From an optimization exercise on the open Yosys and OpenROAD flow, aimed at small area, a short achievable clock period and few clock cycles per item; shortcuts taken in it are not production practice. In this exercise RTL edits were held to simulation tests only and were not proved equivalent to the original.

==> flow/design.v <==
module muldiv_seq #(
  parameter int W  = 64,
  parameter int CW = 7
) (
  input  logic         clk,
  input  logic         rst,
  input  logic         start,
  input  logic         op_div,
  input  logic         op_signed,
  input  logic         op_dword,
  input  logic [W-1:0] rs,
  input  logic [W-1:0] rt,
  input  logic         rd_hilo,
  input  logic         wr_hi,
  input  logic         wr_lo,
  input  logic [W-1:0] wdata,
  input  logic         kill,
  output logic         busy,
  output logic         done,
  output logic         stall,
  output logic [W-1:0] hi,
  output logic [W-1:0] lo
);
  typedef enum logic [2:0] {IDLE, MUL, NORM, DIV, FIX} state_t;
  state_t        state, nstate;
  logic [4:0]    cnt;
  logic          div_r, dw_r, neg_lo, neg_hi;
  logic [64:0]   a_r;         
  logic [63:0]   b_r;         
  logic          bprev_r;     
  logic          corr_r;      
  logic [66:0]   s_r, c_r;    
  logic [1:0]    cin_r;       
  logic [63:0]   pl_r;        
  logic        sa_in, sb_in;
  logic [64:0] xa_in;
  logic [63:0] ma_in, xb_in, mb_in;
  always_comb begin
    sa_in  = op_signed && (op_dword ? rs[63] : rs[31]);
    sb_in  = op_signed && (op_dword ? rt[63] : rt[31]);
    xa_in  = op_dword ? {sa_in, rs} : {{33{sa_in}}, rs[31:0]};
    xb_in  = op_dword ? rt : {{32{sb_in}}, rt[31:0]};
    ma_in  = sa_in ? (~xa_in[63:0] + 64'd1) : xa_in[63:0];
    mb_in  = (sb_in && op_div) ? (~xb_in + 64'd1) : xb_in;
  end
  function automatic logic [149:0] csa(input logic [74:0] x, input logic [74:0] y,
                                       input logic [74:0] z);
    logic [74:0] m;
    m   = (x & y) | (x & z) | (y & z);
    csa = {x ^ y ^ z, m[73:0], 1'b0};
  endfunction
  logic [8:0]  bb;
  logic [3:0]  bneg, bone, btwo;
  logic [65:0] by [4];
  logic [74:0] rw [4];
  logic [74:0] t1s, t1c, t2s, t2c, t3s_m, t3c_m, ms, mc;
  logic [6:0]  nvec;
  logic [9:0]  mlow;
  always_comb begin
    bb = {b_r[7:0], bprev_r};
    for (int i = 0; i < 4; i++) begin
      bneg[i] = bb[2*i+2];
      bone[i] = bb[2*i+1] ^ bb[2*i];
      btwo[i] = (bb[2*i+2] & ~bb[2*i+1] & ~bb[2*i]) | (~bb[2*i+2] & bb[2*i+1] & bb[2*i]);
      by[i]   = ({66{bone[i]}} & {a_r[64], a_r}) | ({66{btwo[i]}} & {a_r, 1'b0});
      by[i]   = by[i] ^ {66{bneg[i]}};
      rw[i]   = {8'd0, ~by[i][65], by[i]} << (2 * i);
    end
    nvec = {bneg[3], 1'b0, bneg[2], 1'b0, bneg[1], 1'b0, bneg[0]};
    {t1s, t1c}     = csa({8'd0, s_r}, {8'd0, c_r}, rw[0]);
    {t2s, t2c}     = csa(rw[1], rw[2], rw[3]);
    {t3s_m, t3c_m} = csa(t1s, t1c, t2s);
    {ms, mc}       = csa(t3s_m, t3c_m, t2c);
    mlow = {2'b0, ms[7:0]} + {2'b0, mc[7:0]} + {3'b0, nvec} + {8'd0, cin_r};
  end
  logic [6:0]  lza, lzb, kdiff;
  logic [63:0] smear;
  logic        a_lt_b, b_zero;
  logic [63:0] d_al;
  logic [66:0] r1, r2, r3, t3s, t3c, x3, y3, z3, m3;
  logic [1:0]  qd;
  logic [63:0] rem_n;
  function automatic logic [6:0] lzc64(input logic [63:0] v);
    lzc64 = 7'd64;
    for (int i = 0; i < 64; i++)
      if (v[i]) lzc64 = 7'(63 - i);
  endfunction
  always_comb begin
    lza    = lzc64(s_r[63:0]);
    lzb    = lzc64(b_r);
    kdiff  = lzb - lza;                     
    for (int i = 63; i >= 0; i--)
      smear[i] = (i == 63) ? s_r[63] : (smear[i+1] | s_r[i]);
    a_lt_b = |(b_r & ~smear);               
    b_zero = (b_r == 64'd0);
    d_al   = b_r << {kdiff[5:1], 1'b0};
    r1 = {3'b0, s_r[63:0]} - {3'b0, b_r};
    r2 = {3'b0, s_r[63:0]} - {2'b0, b_r, 1'b0};
    x3 = {3'b0, s_r[63:0]};
    y3 = ~{2'b0, b_r, 1'b0};
    z3 = ~{3'b0, b_r};
    t3s = x3 ^ y3 ^ z3;
    m3  = (x3 & y3) | (x3 & z3) | (y3 & z3);
    t3c = {m3[65:0], 1'b1};
    r3 = t3s + t3c + 67'd1;
    if (!r3[66])      begin qd = 2'd3; rem_n = r3[63:0]; end
    else if (!r2[66]) begin qd = 2'd2; rem_n = r2[63:0]; end
    else if (!r1[66]) begin qd = 2'd1; rem_n = r1[63:0]; end
    else              begin qd = 2'd0; rem_n = s_r[63:0]; end
  end
  localparam logic [63:0] KBIAS = 64'hAAAA_AAAA_AAAA_AAAC;
  logic [63:0] f1, f2, f3, f4, g1s, g1c, g1m, g2s, g2c, g2m, fsum, q_n, res_hi, res_lo;
  always_comb begin
    f1  = div_r ? (s_r[63:0] ^ {64{neg_hi}}) : s_r[63:0];
    f2  = div_r ? 64'd0 : c_r[63:0];
    f3  = (!div_r && corr_r) ? a_r[63:0] : 64'd0;
    f4  = (!div_r && dw_r) ? KBIAS : 64'd0;
    g1s = f1 ^ f2 ^ f3;
    g1m = (f1 & f2) | (f1 & f3) | (f2 & f3);
    g1c = {g1m[62:0], div_r ? neg_hi : cin_r[1]};
    g2s = g1s ^ g1c ^ f4;
    g2m = (g1s & g1c) | (g1s & f4) | (g1c & f4);
    g2c = {g2m[62:0], !div_r && cin_r[0]};
    fsum = g2s + g2c;
    q_n  = neg_lo ? (~pl_r + 64'd1) : pl_r;
    if (!div_r) begin
      res_lo = dw_r ? pl_r : {{32{pl_r[63]}}, pl_r[63:32]};
      res_hi = dw_r ? fsum : {{32{fsum[31]}}, fsum[31:0]};
    end else begin
      res_lo = (state == NORM && b_zero) ? 64'hFFFF_FFFF_FFFF_FFFF :
               dw_r ? q_n : {{32{q_n[31]}}, q_n[31:0]};
      res_hi = dw_r ? fsum : {{32{fsum[31]}}, fsum[31:0]};
    end
  end
  logic fin;
  always_comb begin
    fin = (state == FIX) || ((state == NORM) && (b_zero || a_lt_b));
    nstate = state;
    case (state)
      IDLE: if (start) begin if (op_div) nstate = NORM; else nstate = MUL; end
      MUL:  if (cnt == 5'd0) nstate = FIX;
      NORM: if (b_zero || a_lt_b) nstate = IDLE; else nstate = DIV;
      DIV:  if (cnt == 5'd0) nstate = FIX;
      FIX:  nstate = IDLE;
      default: nstate = IDLE;
    endcase
    if (kill) nstate = IDLE;
    busy  = (state != IDLE);
    done  = fin && !kill;
    stall = busy && (start || rd_hilo || wr_hi || wr_lo);
  end
  always_ff @(posedge clk) begin
    if (rst) state <= IDLE;
    else     state <= nstate;
  end
  always_ff @(posedge clk) begin
    case (state)
      IDLE: begin
        div_r  <= op_div;
        dw_r   <= op_dword;
        neg_lo <= sa_in ^ sb_in;
        neg_hi <= sa_in;
        a_r    <= xa_in;
        b_r    <= mb_in;
        bprev_r <= 1'b0;
        corr_r <= !op_signed && (op_dword ? rt[63] : rt[31]);
        s_r    <= op_div ? {3'b0, ma_in} : 67'd0;
        c_r    <= 67'd0;
        cin_r  <= 2'd0;
        pl_r   <= 64'd0;
        cnt    <= op_dword ? 5'd7 : 5'd3;
      end
      MUL: begin
        s_r   <= ms[74:8];
        c_r   <= mc[74:8];
        cin_r <= mlow[9:8];
        pl_r  <= {mlow[7:0], pl_r[63:8]};
        b_r   <= {8'd0, b_r[63:8]};
        bprev_r <= b_r[7];
        cnt   <= cnt - 5'd1;
      end
      NORM: begin
        b_r  <= d_al;
        cnt  <= kdiff[5:1];
      end
      DIV: begin
        s_r  <= {3'b0, rem_n};
        pl_r <= {pl_r[61:0], qd};
        b_r  <= {2'b0, b_r[63:2]};
        cnt  <= cnt - 5'd1;
      end
      default: ;
    endcase
  end
  always_ff @(posedge clk) begin
    if (rst) begin
      hi <= '0;
      lo <= '0;
    end else if (fin && !kill) begin
      hi <= res_hi;
      lo <= res_lo;
    end else if (state == IDLE) begin
      if (wr_hi) hi <= wdata;
      if (wr_lo) lo <= wdata;
    end
  end
endmodule
==> flow/run.sh <==
#!/bin/bash
# synth_recipe.tcl (not shown) runs the flow's synth.tcl, then flattens the netlist and writes it again
# the make line also repeats each setting of config.mk as NAME=value (left out here)
make -C /OpenROAD-flow-scripts/flow DESIGN_CONFIG=/design/flow/config.mk WORK_HOME=/design/flow/orfs CLKGATE_MAP_FILE= SYNTH_SCRIPT=/design/flow/synth_recipe.tcl finish
==> flow/config.mk <==
export PLATFORM = sky130hd
export DESIGN_NAME = muldiv_seq
export DESIGN_NICKNAME = muldiv_seq
export VERILOG_FILES = /design/flow/design.v
export SDC_FILE = /design/flow/constraint.sdc
export NUM_CORES = 4
export LEC_CHECK = 0
export CAP_MARGIN = 20
export CORE_MARGIN = 2
export CORE_UTILIZATION = 40
export SETUP_SLACK_MARGIN = 5
export SLEW_MARGIN = 20
==> flow/constraint.sdc <==
create_clock -name core_clock -period 10.0 [get_ports {clk}]
set_input_delay 2.0000 -clock core_clock [delete_from_list [all_inputs] [get_ports {clk}]]
set_output_delay 2.0000 -clock core_clock [all_outputs]
set_load 0.01 [all_outputs]
==> impl_metrics.py, run 1 <==
metrics = {
    "yosys": {
        "yosys_warnings": 3,
        "ys_seq_area_share_pct": 20.7,
        "yosysUniqueCellTypes": 90,
        "syn_nets": 8308,
        "syn-cell-area_sq_mm": 0.0614,
        "synth_edf_count": 335,
        "netlist_instances": 7360,
        "synth_top_flop_cell": "edfxtp_1",
        "synthArstFlopShare_pct": 0,
        "syn_avg_cell_area_sq_um": 8.34,
        "ys_ff_latch": 466,
    },
    "floorplanning": {
        "placementRows": 143,
        "die_area_sq_mm": 0.157,
        "io_pins": 333,
        "start_util_pct": 40.3,
        "fp.dieH_um": 396,
        "core_sq_mm": 0.152,
        "die_w_um": 396,
    },
    "detailed_routing": {
        "wire_per_inst_um": 29.1,
        "viasPerCell": 6.44,
        "routed-via-count": 64900,
        "ant_nets": 0,
        "first_pass_iters": 9,
        "drtIter0Drc": 8148,
        "routed_wl_mm": 293,
        "drc": 0,
    },
    "run_status": {
        "status": "timing/DRC/antenna clean",
    },
    "cts": {
        "clk_pin_slew_ps": 60,
        "clk_latency_ps": 720,
        "cts_hold_buf": 0,
        "clock_sinks": 466,
        "cts_buffer_depth": 3,
        "cts_tree": "done",
        "cts_root_buf": "clkbuf_16",
        "htreeDepth": 2,
        "cts_buffers": 60,
    },
    "global_route": {
        "met1_usage_pct": 44.8,
        "antenna_found_initial": 12,
        "overflow": 0,
        "grt_use_met2_pct": 54.0,
        "grt_pass1_wl_mm": 413,
        "grt_use_total_pct": 34.9,
        "grt_max_degree": 100,
        "grt_pass1_vias": 61400,
        "grt_use_met3_pct": 9.27,
        "busiest_layer": "met2",
    },
    "worst_setup_path": {
        "r2r-start": "b_r[2]",
        "cp_max_fo": 7,
        "cp.required_ps": 10460,
        "endpoint": "b_r[44]",
        "critical_path.top_delay_family": "compound AO/OA/AOI/OAI gates",
        "crit_type": "register to register",
        "critPathMaxStageDelay_ps": 510,
        "endpoint_kind": "register",
        "critPathBufInv": 5,
        "worst_ep_arrival_time_ps": 6140,
        "rr_worst_depth": 25,
        "crit_top_cell": "o311ai_1",
        "startpoint": "b_r[2]",
        "crit_slowest_cell": "fa_4",
        "crit_cells": 25,
        "rrSetupSlack_ps": 4320,
        "r2r-end": "b_r[44]",
        "cp-start-kind": "register",
    },
    "timing": {
        "relSlewSlack_pct": 14.3,
        "rsz0062_at_grt": "yes",
        "fmaxAchievable_mhz": 176,
        "skew_ps": 35.5,
        "setup_tns_ps": 0,
        "maxSlewViolCount": 0,
        "worst_pin_slew_ps": 1290,
        "setup_viol": 0,
        "finalHoldViolCount": 0,
        "finalCritPeriodShare_pct": 56.8,
        "finalCriticalPeriod_ps": 5680,
    },
    "placed_design": {
        "dp_hpwl_mm": 196,
        "io_buffer_count": 332,
        "globalplace.congestion": 0.983,
    },
    "cells_and_area": {
        "mostFrequentLayoutCell": "nand2_1",
        "nets": 8939,
        "final_cell_mix": "655 x nand2_1, 538 x buf_4, 534 x nor2_1",
        "drive_gt1_share_pct": 19.6,
        "layout-area-overhead-vs-synth_pct": 29.4,
        "fillers": 14000,
        "multiInputGateArea_sq_mm": 0.0492,
        "seq_area_sq_mm": 0.0127,
    },
    "flow_run": {
        "cap_violations": 0,
    },
    "hold_path": {
        "worstHoldPathType": "register to register",
    },
}
[logic make-up after synthesis]
kind of cell / Yosys count / synth area share [%]
AO/OA/AOI/OAI: 2297 / 24.9
XOR/XNOR: 643 / 9.17
adder cells (fa/ha/maj): 746 / 20.3
buffers and inverters: 988 / 6.10
flip-flops: 466 / 20.7
multiplexers: 208 / 3.59
AND/OR/NAND/NOR: 2012 / 15.2
[worst min-delay path by stage]
stage               slack (ps)  depth (start not counted)      to    from
detailed placement         470                          2  hi[50]  hi[50]
global route               500                          2  hi[38]  hi[38]
CTS                        480                          2  hi[55]  hi[55]
finish                     480                          2  hi[55]  hi[55]
floorplan                  500                          2  hi[34]  hi[34]
global placement           470                          2  hi[50]  hi[50]
[state kept, by name, summed over array words and instances (netlist names), 2 cells and up]
register,flops
b_r,64
s_r,65
pl_r,64
lo,64
state,3
c_r,65
hi,64
a_r,64
cin_r,2
cnt,5
[worst min-delay path, stage by stage, from the launching register on]
cell,delay [ps]
dfxtp_1,310
nand2_1,50
a311oi_1,70
[through the flow]
| step | area [sq um] | setup slack, ps | hold WS, ps | std cells | util, % |
|---|---|---|---|---|---|
| 6_report | 79500 | 4320 | 477 | 10100 | 52.2 |
| 5_1_grt | 79500 | 4200 | 497 | 10100 | 52.2 |
| 4_1_cts | 75600 | 4410 | 481 | 9868 | 49.6 |
| 3_5_place_dp | 66500 | 2570 | 475 | 9298 | 43.7 |
| 3_3_place_gp | 66500 | 2690 | 466 | 9298 | 43.7 |
| 2_1_floorplan | 61800 | 1180 | 500 | 7360 | - |
[cell type report]
type	count	area share [%]
well taps	2030	3.20
flip-flops and latches	466	16.0
repair inverters	3	0.0299
diodes	8	0.0252
repair buffers	1079	14.0
multi-input cells	5918	61.9
clock buffers	76	2.13
inverters	463	2.46
clock inverters	36	0.353
[timing repair]
| action | 4_1_cts | 5_1_grt |
|---|---|---|
| endpoints found under the setup margin | 369 | 292 |
| gates resized for setup | 689 | 489 |
| pin swaps | 180 | 235 |
| cloned | 43 | 23 |
| buffers inserted | 415 | 179 |
[per-layer routing]
layer / vias to the layer above / share of wire (%)
li1: 27800 / -
met1: 31700 / 37
met2: 4371 / 44
met3: 958 / 12
met4: 4 / 6.7
met5: - / 0.0089
[cell usage after synthesis, types with 57 or more instances]
master	n	area (sq um)
a211oi_1	65	488
a21o_1	138	1040
a21oi_1	617	3090
a221oi_1	107	937
a22o_1	59	517
a22oi_1	239	1790
a311oi_1	63	552
and2_1	92	576
buf_1	76	285
clkbuf_1	437	1640
dfxtp_1	131	2620
edfxtp_1	335	10100
fa_1	421	8430
ha_1	325	4070
inv_1	463	1740
mux2i_1	166	1660
nand2_1	686	2570
nand2b_1	118	738
nand3_1	85	425
nor2_1	592	2220
nor3_1	86	430
nor4_1	57	357
o211ai_1	90	676
o21ai_0	386	1930
o22ai_1	70	438
xnor2_1	459	4020
xor2_1	184	1610
Testbench counts, summed over its fixed seeds: cycles 24,054, ops 3,200.
==> run 2, diff against run 1 <==
--- a/flow/design.v
+++ b/flow/design.v
@@ -43,35 +43,41 @@
     ma_in  = sa_in ? (~xa_in[63:0] + 64'd1) : xa_in[63:0];
     mb_in  = (sb_in && op_div) ? (~xb_in + 64'd1) : xb_in;
   end
-  function automatic logic [149:0] csa(input logic [74:0] x, input logic [74:0] y,
-                                       input logic [74:0] z);
-    logic [74:0] m;
+  localparam int TW = 83;     
+  function automatic logic [2*TW-1:0] csa(input logic [TW-1:0] x, input logic [TW-1:0] y,
+                                          input logic [TW-1:0] z);
+    logic [TW-1:0] m;
     m   = (x & y) | (x & z) | (y & z);
-    csa = {x ^ y ^ z, m[73:0], 1'b0};
+    csa = {x ^ y ^ z, m[TW-2:0], 1'b0};
   endfunction
-  logic [8:0]  bb;
-  logic [3:0]  bneg, bone, btwo;
-  logic [65:0] by [4];
-  logic [74:0] rw [4];
-  logic [74:0] t1s, t1c, t2s, t2c, t3s_m, t3c_m, ms, mc;
-  logic [6:0]  nvec;
-  logic [9:0]  mlow;
-  always_comb begin
-    bb = {b_r[7:0], bprev_r};
-    for (int i = 0; i < 4; i++) begin
+  logic [16:0]   bb;
+  logic [7:0]    bneg, bone, btwo;
+  logic [65:0]   by [8];
+  logic [TW-1:0] rw [8];
+  logic [TW-1:0] u1s, u1c, u2s, u2c, u3s, u3c, v1s, v1c, v2s, v2c, w1s, w1c, x1s, x1c, ms, mc;
+  logic [14:0]   nvec;
+  logic [17:0]   mlow;
+  always_comb begin
+    bb = {b_r[15:0], bprev_r};
+    for (int i = 0; i < 8; i++) begin
       bneg[i] = bb[2*i+2];
       bone[i] = bb[2*i+1] ^ bb[2*i];
       btwo[i] = (bb[2*i+2] & ~bb[2*i+1] & ~bb[2*i]) | (~bb[2*i+2] & bb[2*i+1] & bb[2*i]);
       by[i]   = ({66{bone[i]}} & {a_r[64], a_r}) | ({66{btwo[i]}} & {a_r, 1'b0});
       by[i]   = by[i] ^ {66{bneg[i]}};
-      rw[i]   = {8'd0, ~by[i][65], by[i]} << (2 * i);
+      rw[i]   = {16'd0, ~by[i][65], by[i]} << (2 * i);
     end
-    nvec = {bneg[3], 1'b0, bneg[2], 1'b0, bneg[1], 1'b0, bneg[0]};
-    {t1s, t1c}     = csa({8'd0, s_r}, {8'd0, c_r}, rw[0]);
-    {t2s, t2c}     = csa(rw[1], rw[2], rw[3]);
-    {t3s_m, t3c_m} = csa(t1s, t1c, t2s);
-    {ms, mc}       = csa(t3s_m, t3c_m, t2c);
-    mlow = {2'b0, ms[7:0]} + {2'b0, mc[7:0]} + {3'b0, nvec} + {8'd0, cin_r};
+    for (int i = 0; i < 15; i++)
+      nvec[i] = (i % 2 == 0) ? bneg[i/2] : 1'b0;
+    {u1s, u1c} = csa({16'd0, s_r}, {16'd0, c_r}, rw[0]);
+    {u2s, u2c} = csa(rw[1], rw[2], rw[3]);
+    {u3s, u3c} = csa(rw[4], rw[5], rw[6]);
+    {v1s, v1c} = csa(u1s, u1c, u2s);
+    {v2s, v2c} = csa(u2c, u3s, u3c);
+    {w1s, w1c} = csa(v1s, v1c, v2s);
+    {x1s, x1c} = csa(w1s, w1c, v2c);
+    {ms, mc}   = csa(x1s, x1c, rw[7]);
+    mlow = {2'b0, ms[15:0]} + {2'b0, mc[15:0]} + {3'b0, nvec} + {16'd0, cin_r};
   end
   logic [6:0]  lza, lzb, kdiff;
   logic [63:0] smear;
@@ -168,15 +174,15 @@
         c_r    <= 67'd0;
         cin_r  <= 2'd0;
         pl_r   <= 64'd0;
-        cnt    <= op_dword ? 5'd7 : 5'd3;
+        cnt    <= op_dword ? 5'd3 : 5'd1;
       end
       MUL: begin
-        s_r   <= ms[74:8];
-        c_r   <= mc[74:8];
-        cin_r <= mlow[9:8];
-        pl_r  <= {mlow[7:0], pl_r[63:8]};
-        b_r   <= {8'd0, b_r[63:8]};
-        bprev_r <= b_r[7];
+        s_r   <= ms[82:16];
+        c_r   <= mc[82:16];
+        cin_r <= mlow[17:16];
+        pl_r  <= {mlow[15:0], pl_r[63:16]};
+        b_r   <= {16'd0, b_r[63:16]};
+        bprev_r <= b_r[15];
         cnt   <= cnt - 5'd1;
       end
       NORM: begin
==> impl_metrics.py, run 2 <==
metrics = {
    "run_status": {
        "status": "timing/DRC/antenna clean",
    },
    "yosys": {
        "syn-cell-area_sq_mm": 0.0740,
        "netlist_instances": 8912,
        "yosysUniqueCellTypes": 101,
        "syn_avg_cell_area_sq_um": 8.30,
        "synth_top_flop_cell": "edfxtp_1",
        "synthArstFlopShare_pct": 0,
        "synth_edf_count": 335,
        "ys_top_cells_by_area": "fa_1 18%, edfxtp_1 14%, xnor2_1 8.4%",
        "yosys.area.top_type": "fa_1",
        "yosys.area.top_type_share_pct": 18.3,
        "yosysMostFrequentCell": "nand2_1",
        "synth_common_cells": "800 x nand2_1, 798 x inv_1, 709 x xnor2_1",
        "syn_nets": 10200,
        "yosys_warnings": 3,
        "ys_ff_latch": 466,
        "ys_seq_area_share_pct": 17.1,
    },
    "global_route": {
        "antenna_found_initial": 30,
        "grt_pass1_wl_mm": 564,
        "overflow": 0,
        "grt_use_met2_pct": 60.1,
        "met1_usage_pct": 47.9,
        "grt_use_met3_pct": 16.4,
        "grt_use_total_pct": 41.5,
        "busiest_layer": "met2",
        "grt_max_degree": 86,
        "grt_pass1_vias": 77500,
    },
    "floorplanning": {
        "placementRows": 157,
        "die_w_um": 434,
        "fp.dieH_um": 434,
        "die_area_sq_mm": 0.188,
        "start_util_pct": 40.3,
        "io_pins": 333,
        "core_sq_mm": 0.183,
    },
    "worst_setup_path": {
        "worstPathCellList": "buf_4 -> buf_6 -> buf_8 -> buf_4 -> buf_8 -> a211oi_1 -> nand3_1 -> o21ai_0 -> nor4_1 -> o31ai_1 -> nand3_1 -> inv_1 -> fa_2 -> xor2_4 -> buf_12 -> buf_12 -> buf_16 -> nor2_1 -> a21oi_2 -> mux2i_4 -> mux4_2 -> a211oi_2 -> a21oi_1",
        "cp-start-kind": "register",
        "crit_type": "register to register",
        "crit_slowest_cell": "o21ai_0",
        "cp.required_ps": 10440,
        "endpoint_kind": "register",
        "cp_max_fo": 6,
        "critPathMaxStageDelay_ps": 980,
        "worst_ep_arrival_time_ps": 6870,
    },
    "cts": {
        "clk_pin_slew_ps": 60,
        "htreeDepth": 3,
        "clk_latency_ps": 760,
        "clock_sinks": 466,
        "cts_buffers": 66,
        "cts_buffer_depth": 3,
        "cts_tree": "done",
        "cts_hold_buf": 0,
        "cts_root_buf": "clkbuf_16",
    },
    "timing": {
        "worst_pin_slew_ps": 1310,
        "setup_viol": 0,
        "fmaxAchievable_mhz": 156,
        "skew_ps": 71.6,
        "finalHoldViolCount": 0,
        "hold_ws_ps": 480,
        "finalCriticalPeriod_ps": 6430,
        "setup_tns_ps": 0,
        "layout_setup_ws_ps": 3570,
        "maxSlewViolCount": 0,
        "relSlewSlack_pct": 12.7,
        "finalCritPeriodShare_pct": 64.3,
        "rsz0062_at_grt": "yes",
    },
    "placed_design": {
        "globalplace.congestion": 1.03,
        "place_ws_ps": 2660,
        "io_buffer_count": 332,
        "dp_hpwl_mm": 265,
        "placed_area_sq_mm": 0.0801,
    },
    "cells_and_area": {
        "post-route-cell-area_sq_mm": 0.0973,
        "nets": 10900,
        "final_cell_mix": "761 x nand2_1, 710 x inv_1, 654 x xnor2_1",
        "reg.largest.list": "a_r (65), c_r (65), s_r (65)",
        "drive_gt1_share_pct": 22.4,
        "mostFrequentLayoutCell": "nand2_1",
        "layout-area-overhead-vs-synth_pct": 31.5,
        "finish.utilization_pct": 53.0,
    },
    "detailed_routing": {
        "drtIter0Drc": 11700,
        "ant_nets": 0,
        "routed_wl_mm": 409,
        "routed-via-count": 80900,
        "wire_per_inst_um": 33.7,
        "first_pass_iters": 10,
        "drc": 0,
        "viasPerCell": 6.67,
    },
    "flow_run": {
        "cap_violations": 0,
    },
    "hold_path": {
        "worstHoldPathType": "register to register",
    },
}
-- run 2: cell types whose count changed in the layout (fill, tap and decap cells not counted), sizes merged, moves of 54 or more --
cell / before / now
a22oi: 239 / 461
buf: 727 / 915
fa: 421 / 678
nor2: 593 / 692
a211oi: 65 / 143
xnor2: 459 / 709
nand2: 689 / 806
inv: 425 / 783
a311oi: 63 / 135
and2: 95 / 41
a21oi: 619 / 692
-- run 2: path summary, 6_finish.rpt --
| kind | from | endpoint | slack [ps] | cells after the start |
|---|---|---|---|---|
| worst max-delay path | b_r[12] | b_r[25] | 3570 | 23 |
| worst min-delay path | hi[43] | hi[43] | 480 | 2 |
| worst max register to register | b_r[12] | b_r[25] | 3570 | 23 |
| worst min register to register | hi[43] | hi[43] | 480 | 2 |
-- run 2: layout make-up --
type | instances | area [sq um]
Antenna cell | 18 | 45.0
Inverter | 805 | 3270
Timing Repair Buffer | 1272 | 14200
Clock buffer | 88 | 1810
Multi-Input combinational cell | 6980 | 61900
Clock inverter | 27 | 268
Tap cell | 2464 | 3080
Fill cell | 16700 | 86200
Timing Repair inverter | 3 | 26.3
Sequential cell | 466 | 12700
-- run 2: metrics by stage --
stage,std cells
after global routing,12100
after detailed placement,11300
after global placement,11300
after floorplan,8912
final,12100
after CTS,12000
-- run 2: cells by family (layout without fill, tap and decap cells) --
logic type / after synthesis / count (layout) / share of synthesized area, %
other cells: 0 / 18 / 0
compound gates: 2626 / 2626 / 23.7
flops: 466 / 466 / 17.1
buf+inv: 1473 / 2195 / 7.52
mux: 191 / 191 / 2.80
fa+ha+maj: 1054 / 1054 / 24.7
xor+xnor: 902 / 902 / 10.7
simple gates: 2200 / 2207 / 13.5
-- run 2: routing by layer --
| layer | vias up | wire length, um |
|---|---|---|
| li1 | 32900 | - |
| met1 | 39000 | 138000 |
| met2 | 6732 | 166000 |
| met3 | 2223 | 59000 |
| met4 | 24 | 45300 |
| met5 | - | 410 |
-- run 2: worst max-delay path, delay by kind of cell (launching register included) --
family,cells,cell delay [ps]
multiplexers,2,710
XOR/XNOR,1,230
buffers and inverters,9,1280
flip-flops,1,430
AND/OR/NAND/NOR,4,760
AO/OA/AOI/OAI,6,2380
adder cells (fa/ha/maj),1,300
-- run 2: timing repair --
action,in CTS,in global routing
pin swaps,619,327
gates cloned,76,10
setup endpoints to repair,359,290
resized for setup,1335,335
buffers inserted,517,130
Testbench counts of run 2, summed over its fixed seeds: cycles 18,100, ops 3,200.
==> run 3, diff against run 2 <==
--- a/flow/config.mk
+++ b/flow/config.mk
@@ -7,6 +7,6 @@
 export LEC_CHECK = 0
 export CAP_MARGIN = 20
 export CORE_MARGIN = 2
-export CORE_UTILIZATION = 40
-export SETUP_SLACK_MARGIN = 5
+export CORE_UTILIZATION = 60
+export SETUP_SLACK_MARGIN = 4
 export SLEW_MARGIN = 20
==> impl_metrics.py, run 3 <==
metrics = {
    "run_status": {
        "status": "timing/DRC/antenna clean",
    },
    "yosys": {
        "ys_top_cells_by_area": "fa_1 18%, edfxtp_1 14%, xnor2_1 8.4%",
        "synth_top_family_by_area": "adder cells",
        "ys_ff_latch": 466,
        "synthArstFlopShare_pct": 0,
        "synth_compound_area_share_pct": 23.7,
        "yosysMostFrequentCell": "nand2_1",
        "ys_seq_area_share_pct": 17.1,
        "synth_top_flop_cell": "edfxtp_1",
        "yosys.area.top_type_share_pct": 18.3,
        "syn_avg_cell_area_sq_um": 8.30,
        "muxShareOfSynthArea_pct": 2.80,
        "synthAdderAreaFrac_pct": 24.7,
        "netlist_instances": 8912,
        "yosys_warnings": 3,
        "synth_common_cells": "800 x nand2_1, 798 x inv_1, 709 x xnor2_1",
        "syn-cell-area_sq_mm": 0.0740,
        "synth-xor-area-share_pct": 10.7,
        "synth_edf_count": 335,
        "yosys.area_share.simple_pct": 13.5,
        "syn_nets": 10200,
        "yosysUniqueCellTypes": 101,
        "yosys.area.top_type": "fa_1",
    },
    "cells_and_area": {
        "seq_area_sq_mm": 0.0127,
        "fillers": 9757,
        "reg.largest.list": "a_r (65), c_r (65), s_r (65)",
        "layout-area-overhead-vs-synth_pct": 14.6,
        "final_cell_mix": "786 x nand2_1, 765 x inv_1, 692 x xnor2_1",
        "final_cells": 10800,
        "multiInputGateArea_sq_mm": 0.0571,
        "nets": 10300,
        "mostFrequentLayoutCell": "nand2_1",
        "post-route-cell-area_sq_mm": 0.0848,
        "drive_gt1_share_pct": 9.82,
    },
    "timing": {
        "setup_tns_ps": 0,
        "worst_pin_slew_ps": 1300,
        "setup_viol": 0,
        "finalCritPeriodShare_pct": 63.6,
        "rsz0062_at_grt": "yes",
        "maxSlewViolCount": 0,
        "skew_ps": 61.8,
        "fmaxAchievable_mhz": 157,
        "relSlewSlack_pct": 12.8,
        "finalCriticalPeriod_ps": 6360,
        "finalHoldViolCount": 0,
        "hold_ws_ps": 480,
    },
    "worst_setup_path": {
        "crit_cells": 26,
        "crit_slowest_cell": "fa_1",
        "critPathBufInv": 8,
        "rrSetupSlack_ps": 3640,
        "cp-start-kind": "register",
        "r2r-end": "cin_r[0]",
        "critical_path.top_delay_family": "adder cells",
        "critPathMaxStageDelay_ps": 530,
        "crit_top_cell": "fa_1",
        "cp_max_fo": 13,
        "crit_type": "register to register",
        "worst_ep_arrival_time_ps": 6820,
        "r2r-start": "b_r[9]",
        "rr_worst_depth": 26,
        "endpoint_kind": "register",
        "cp.required_ps": 10460,
    },
    "cts": {
        "clk_latency_ps": 770,
        "clock_sinks": 466,
        "cts_hold_buf": 0,
        "cts_buffers": 61,
        "cts_buffer_depth": 3,
        "cts_tree": "done",
        "cts_root_buf": "clkbuf_16",
        "htreeDepth": 2,
        "clk_pin_slew_ps": 70,
    },
    "floorplanning": {
        "start_util_pct": 60.6,
        "core_sq_mm": 0.122,
        "io_pins": 333,
        "die_w_um": 355,
        "placementRows": 128,
        "die_area_sq_mm": 0.126,
        "fp.dieH_um": 355,
    },
    "hold_path": {
        "holdPathStages": 2,
        "min_to": "hi[55]",
        "min-delay-start": "hi[55]",
        "worstHoldPathType": "register to register",
    },
    "detailed_routing": {
        "first_pass_iters": 13,
        "ant_nets": 0,
        "drc": 0,
        "routed_wl_mm": 357,
        "wire_per_inst_um": 33.1,
        "drtIter0Drc": 14000,
        "viasPerCell": 7.30,
        "routed-via-count": 78700,
    },
    "flow_run": {
        "cap_violations": 0,
    },
    "global_route": {
        "antenna_found_initial": 23,
        "overflow": 0,
        "grt_max_degree": 103,
        "grt_pass1_vias": 74100,
        "grt_pass1_wl_mm": 506,
        "grt_use_total_pct": 54.6,
    },
    "placed_design": {
        "io_buffer_count": 332,
        "globalplace.congestion": 1.14,
        "placed_area_sq_mm": 0.0788,
        "dp_hpwl_mm": 253,
        "place_inst": 10400,
    },
}
[run 3: cell counts after synthesis]
Identical to the previous run, type by type.
[run 3: kinds of logic after synthesis]
| logic type | count (synthesis) |
|---|---|
| AOI/OAI and AO/OA | 2626 |
| xor gates and xnor gates | 902 |
| and+or+nand+nor | 2200 |
| buffers and inverters | 1473 |
| adders and majority gates | 1054 |
| muxes | 191 |
| DFF | 466 |
[run 3: how the worst max path moves through the flow]
stage,startpoint,to,slack [ps]
after floorplan,b_r[9],cin_r[0],4010
after global placement,a_r[64],hi[62],2770
after detailed placement,b_r[6],cin_r[0],2730
after CTS,b_r[10],cin_r[0],3940
after global routing,b_r[9],cin_r[0],3680
final,b_r[9],cin_r[0],3640
[run 3: routing by layer]
metal	global-route usage (%)	vias to the layer above	share of wire [%]	wire, um
met5	1.43	-	0.12	428
met3	23.7	2445	16	58500
li1	-	31800	-	-
met2	76.1	7456	40	142000
met4	48.3	24	12	43000
met1	63.4	36900	32	114000
[run 3: worst reg2reg max path, cell delays in order, from the launching register on]
cell      delay (ps)
edfxtp_1         350
buf_6            330
nand2_1          420
o21ai_4          290
buf_12           160
a22oi_1           90
xnor2_1          410
ha_1             230
inv_1             60
fa_1             530
inv_1             50
fa_1             530
inv_1             50
fa_1             500
inv_2             50
ha_4             260
inv_2             30
fa_1             490
inv_2             50
ha_4             150
or3_1            380
o21ai_2           90
a21oi_2           50
a21o_1           180
a21oi_2          130
xor2_1           150
nor2_1            60
[run 3: what timing repair did]
action	4_1_cts	5_1_grt
pin swaps	26	68
gates cloned	6	8
endpoints found under the hold margin	0	0
setup buffers	139	80
resized for setup	122	233
setup endpoints to repair	224	218
[run 3: area by class of cell]
cell class | count | share of cell area, %
timing repair inverter | 1 | 0.0103
multi-input combinational | 6977 | 67.4
clock inverter | 43 | 0.606
inverter | 805 | 3.77
clock buffer | 73 | 1.94
antenna | 25 | 0.0738
sequential | 466 | 15.0
tap | 1625 | 2.40
timing repair buffer | 771 | 8.86
[run 3: metrics by stage]
| step | worst slack (ps) | utilization [%] |
|---|---|---|
| floorplan | 4010 | - |
| global placement | 2770 | 64.6 |
| detailed placement | 2730 | 64.6 |
| CTS | 3940 | 68.0 |
| global route | 3680 | 69.4 |
| finish | 3640 | 69.5 |

afterwards: timing with drivers on the ports:
How much do the figures lean on ideal ports? The routed layouts below were timed once more, with nothing changed but the port constraints. Step 1 (the two cells are an assumption about what drives the block):
set clk [get_ports {clk}]
set_driving_cell -lib_cell sky130_fd_sc_hd__clkbuf_16 $clk
set_driving_cell -lib_cell sky130_fd_sc_hd__buf_2 [delete_from_list [all_inputs] $clk]
Step 2 also shifts input and output timing later by t, the mid clock arrival at the registers, as if the neighbouring blocks saw the same clock. Slacks: ideal / step 1 / step 2; pairs: ideal / step 1.
run | t (ns) | setup WS [ns] | worst setup path after step 2 | worst register clock-pin slew, ns | worst slew at a driven data input, ns
run 1 | 0.788 | 4.317 / 4.317 / 3.668 | input to register | 0.07 / 0.07 | 0.20
run 2 | 0.815 | 3.574 / 3.574 / 3.574 | register to register | 0.08 / 0.08 | 0.08
run 3 | 0.827 | 3.635 / 3.635 / 3.360 | input to register | 0.08 / 0.08 | 0.11
After both steps every run listed still meets setup and hold. The setup slack of run 1, which loses most, moves by 0.000 ns with the drivers and by -0.649 ns with both steps.
